Context: an optimization exercise on an open-source flow, tuned for small area, a short achievable clock period and few clock cycles. The choices shown serve that exercise and are no tape-out recipe. In this exercise RTL edits were held to simulation tests only and were not proved equivalent to the original.

==> flow/design.v (excerpt) <==
module ellipse_generator (
  input  logic        clk,
  input  logic        reset,
  input  logic        enable,
  input  logic        run,
  input  logic        ena_pause,
  input  logic [1:0]  quadrant,
  input  logic [11:0] xc,
  input  logic [11:0] yc,
  input  logic [11:0] xr,
  input  logic [11:0] yr,
  output logic        busy,
  output logic        pixel_data_rdy,
  output logic        ellipse_complete,
  output logic [11:0] x_coord,
  output logic [11:0] y_coord
);
  localparam int ST_IDLE  = 0;
  localparam int ST_POINT = 1;
  localparam int ST_PASS  = 2;
  localparam int ST_I1    = 3;
  localparam int ST_I2    = 4;
  localparam int ST_ARC   = 5;
  localparam int ST_FLAT  = 6;
  localparam int ST_DONE  = 7;
  logic [7:0]         st;         
  logic               half;       
  logic signed [11:0] rm, rn;     
  logic [11:0]        cxr, cyr;   
  logic [1:0]         quad;
  logic [3:0]         cnt;        
  logic signed [11:0] lx, ly;     
  logic signed [34:0] P;          
  logic               alpha_r, beta_r;
  logic signed [34:0] A;          
  logic signed [34:0] B;          
  logic signed [22:0] R;          
  logic signed [23:0] S;          
  logic signed [24:0] G;          
  logic valid, step;
  logic valid_out;                
  logic [11:0] x_next, y_next;
  assign valid = (st[ST_POINT]) || (st[ST_ARC]) || (st[ST_FLAT]);
  assign step  = enable && !(ena_pause && valid_out);
  assign pixel_data_rdy   = valid_out && !ena_pause;
  assign ellipse_complete = (st[ST_DONE]) && (!valid_out || (enable && !ena_pause));
  ...
export LEC_CHECK = 0
export CAP_MARGIN = 20
export CORE_MARGIN = 2
export CORE_UTILIZATION = 55
export SLEW_MARGIN = 20
create_clock -name core_clock -period 8.5 [get_ports {clk}]
run.sh (not shown) runs the stock make flow with config.mk's settings and CLKGATE_MAP_FILE= SYNTH_SCRIPT=/design/flow/synth_recipe.tcl, a recipe that flattens the netlist after the stock synthesis.
Testbench counts at the start, summed over its fixed seeds: cycles 112,045.
==> next run, changes <==
ABC_AREA = 1   (was default)
CORE_UTILIZATION = 65   (was 55)
SETUP_SLACK_MARGIN = 3.0   (was default)
=>
- fmax increases by about 23%
- routed wire length increases by 1.9%
- clock-buffer cell count decreases by 9
- die area decreases by about 18%
- synthesized cell count increases by about 9%

========
Starting RTL as in the previous note.
make LEC_CHECK=0 CAP_MARGIN=20 CORE_MARGIN=2 CORE_UTILIZATION=55 SETUP_SLACK_MARGIN=3.0 SLEW_MARGIN=20 finish   # period 8.5 ns
The first run completed without violations.
Testbench counts at the start, summed over its fixed seeds: cycles 112,045.
Change:
--- a/flow/config.mk
+++ b/flow/config.mk
@@ -7,6 +7,7 @@
 export LEC_CHECK = 0
+export ABC_AREA = 1
 export CAP_MARGIN = 20
 export CORE_MARGIN = 2
-export CORE_UTILIZATION = 55
-export SETUP_SLACK_MARGIN = 3.0
+export CORE_UTILIZATION = 62
+export SETUP_SLACK_MARGIN = 4.25
 export SLEW_MARGIN = 20
Register-to-register slack improves by 840 ps; routed wire length climbs by about a fifth; core utilization climbs by 17 points; fmax climbs by about a fifth; design area climbs by roughly a tenth; die area drops by about a fifth; final cell count climbs by roughly a tenth; clock-buffer cell count climbs by 7.
Change:
--- a/flow/config.mk
+++ b/flow/config.mk
@@ -10,4 +10,4 @@
 export CORE_MARGIN = 2
-export CORE_UTILIZATION = 62
-export SETUP_SLACK_MARGIN = 4.25
+export CORE_UTILIZATION = 70
+export SETUP_SLACK_MARGIN = 4.0
 export SLEW_MARGIN = 20
What happened: Core utilization climbs by 4.4 points; via count drops by 1.4%; hold slack improves by 14 ps; critical path depth drops by 1; worst setup slack degrades by 43 ps; global-route usage climbs by 4.3 points; maximum frequency drops by 0.93%; die area drops by 11%.

========
Starting RTL as in the previous note.
export LEC_CHECK = 0
export ABC_AREA = 1
export CAP_MARGIN = 20
export CORE_MARGIN = 2
export CORE_UTILIZATION = 65
export SETUP_SLACK_MARGIN = 3.5
export SLEW_MARGIN = 20
create_clock -name core_clock -period 8.5 [get_ports {clk}]
The baseline finished with timing, DRC and antenna clean.
Testbench counts at the start, summed over its fixed seeds: cycles 112,045.
Edit:
SETUP_SLACK_MARGIN = 4.5   (was 3.5)
After rerunning:
- This time the run never finished: it broke off in 5_1_grt on GRT-0232
- area after synthesis stays the same
- synthesized cell count is unchanged
Edit:
ABC_AREA = default   (was 1)
SETUP_SLACK_MARGIN = 3.5   (was 4.5)
Result: The changed run went through all stages and came out clean. Synthesized cell count shrinks by 7.9%. Synthesized area grows by 3.8%.
Edit:
ABC_AREA = 1   (was default)
SETUP_SLACK_MARGIN = 4.0   (was 3.5)
The changed run finished with timing, DRC and antenna clean.
Wire length goes up by 3.3%.
Final cell count rose by 9.1%.
Worst setup slack gains 0.39 ns.
Global-route usage climbs by 3.2 points.
Design area hardly moves.
Maximum frequency came out higher by 8.4%.

========
Setup of run a:
ellipse_generator, a different RTL version from the one above (not shown whole).
For scale: roughly 3600 cells after synthesis, roughly 82 I/O pins, roughly 28000 µm² of cells after synthesis.
## ellipse_generator
module ellipse_generator (
  input  logic        clk,
  input  logic        reset,
  input  logic        enable,
  input  logic        run,
  input  logic        ena_pause,
  input  logic [1:0]  quadrant,
  input  logic [11:0] xc,
  input  logic [11:0] yc,
  input  logic [11:0] xr,
  input  logic [11:0] yr,
  output logic        busy,
  output logic        pixel_data_rdy,
  output logic        ellipse_complete,
  output logic [11:0] x_coord,
  output logic [11:0] y_coord
);
make LEC_CHECK=0 ABC_AREA=1 CAP_MARGIN=20 CORE_MARGIN=2 CORE_UTILIZATION=65 SETUP_SLACK_MARGIN=3.5 SLEW_MARGIN=20 finish   # period 8.5 ns
Testbench counts of run a, summed over its fixed seeds: cycles 112,956.
The following lists how run b was set up differently from run a:
- SETUP_SLACK_MARGIN changed from 3.5 to 4.5
- CORE_UTILIZATION changed from 65 to 55
Relative to run a, floorplan die width has gone up in run b. Detailed-routing wirelength on met1, run a and run b: lower on run a. Going from run a to run b, design area moved up, via count increased about 3%, top fanout value on the critical path moved down. Re worst hold-check slack: run b is 18 ps up on run a. From run a to run b the numbers moved as follows: total clock buffers created by CTS has increased, share of cell area taken by multi-input logic gates shrank by 2.3 points.

-- re-timing with driven ports --
In the flow no input, the clock included, has a driving cell. The finished layouts below were timed again as built, in two steps. Step 1 (the two cells are an assumption about what drives the block):
set clk [get_ports {clk}]
set_driving_cell -lib_cell sky130_fd_sc_hd__clkbuf_16 $clk
set_driving_cell -lib_cell sky130_fd_sc_hd__buf_2 [delete_from_list [all_inputs] $clk]
Step 2 adds t to the input delays and takes it off the output delays; t is the mean of the earliest and latest rising clock arrival at the registers after step 1. Input paths then give back, and output paths get back, about the clock's delay inside the block. Three values: ideal, step 1, step 2; two values: the first two.
| run | shift t [ns] | setup slack, ns | worst hold slack (ns) | worst setup path after step 2 | worst register clock-pin slew, ns |
|---|---|---|---|---|---|
| the first run of note 1 | 0.641 | 1.969 / 2.007 / 1.366 | 0.550 / 0.550 / 0.550 | input to register | 0.06 / 0.06 |
| the second run of note 1 | 0.633 | 3.169 / 3.196 / 2.574 | 0.530 / 0.530 / 0.530 | input to register | 0.07 / 0.07 |
| the first run of note 2 | 0.636 | 3.078 / 3.077 / 2.573 | 0.561 / 0.561 / 0.561 | input to register | 0.06 / 0.06 |
| the second run of note 2 | 0.655 | 3.915 / 3.915 / 3.414 | 0.517 / 0.517 / 0.517 | input to register | 0.07 / 0.07 |
| the third run of note 2 | 0.646 | 3.872 / 3.872 / 3.281 | 0.531 / 0.531 / 0.531 | input to register | 0.07 / 0.07 |
| the first run of note 3 | 0.632 | 3.567 / 3.567 / 3.063 | 0.542 / 0.542 / 0.542 | input to register | 0.07 / 0.07 |
| the third run of note 3 | 0.637 | 3.520 / 3.520 / 3.007 | 0.555 / 0.555 / 0.555 | input to register | 0.07 / 0.07 |
| the fourth run of note 3 | 0.631 | 3.908 / 3.908 / 3.309 | 0.542 / 0.542 / 0.542 | input to register | 0.07 / 0.07 |
| run a | 0.649 | 3.568 / 3.598 / 2.949 | 0.550 / 0.550 / 0.550 | input to register | 0.07 / 0.07 |
| run b | 0.650 | 4.049 / 4.049 / 3.552 | 0.568 / 0.568 / 0.568 | input to register | 0.07 / 0.07 |
After both steps setup and hold are still met in every run listed. For run a, which loses most, drivers alone change the setup slack by +0.030 ns; drivers and shift together by -0.619 ns.
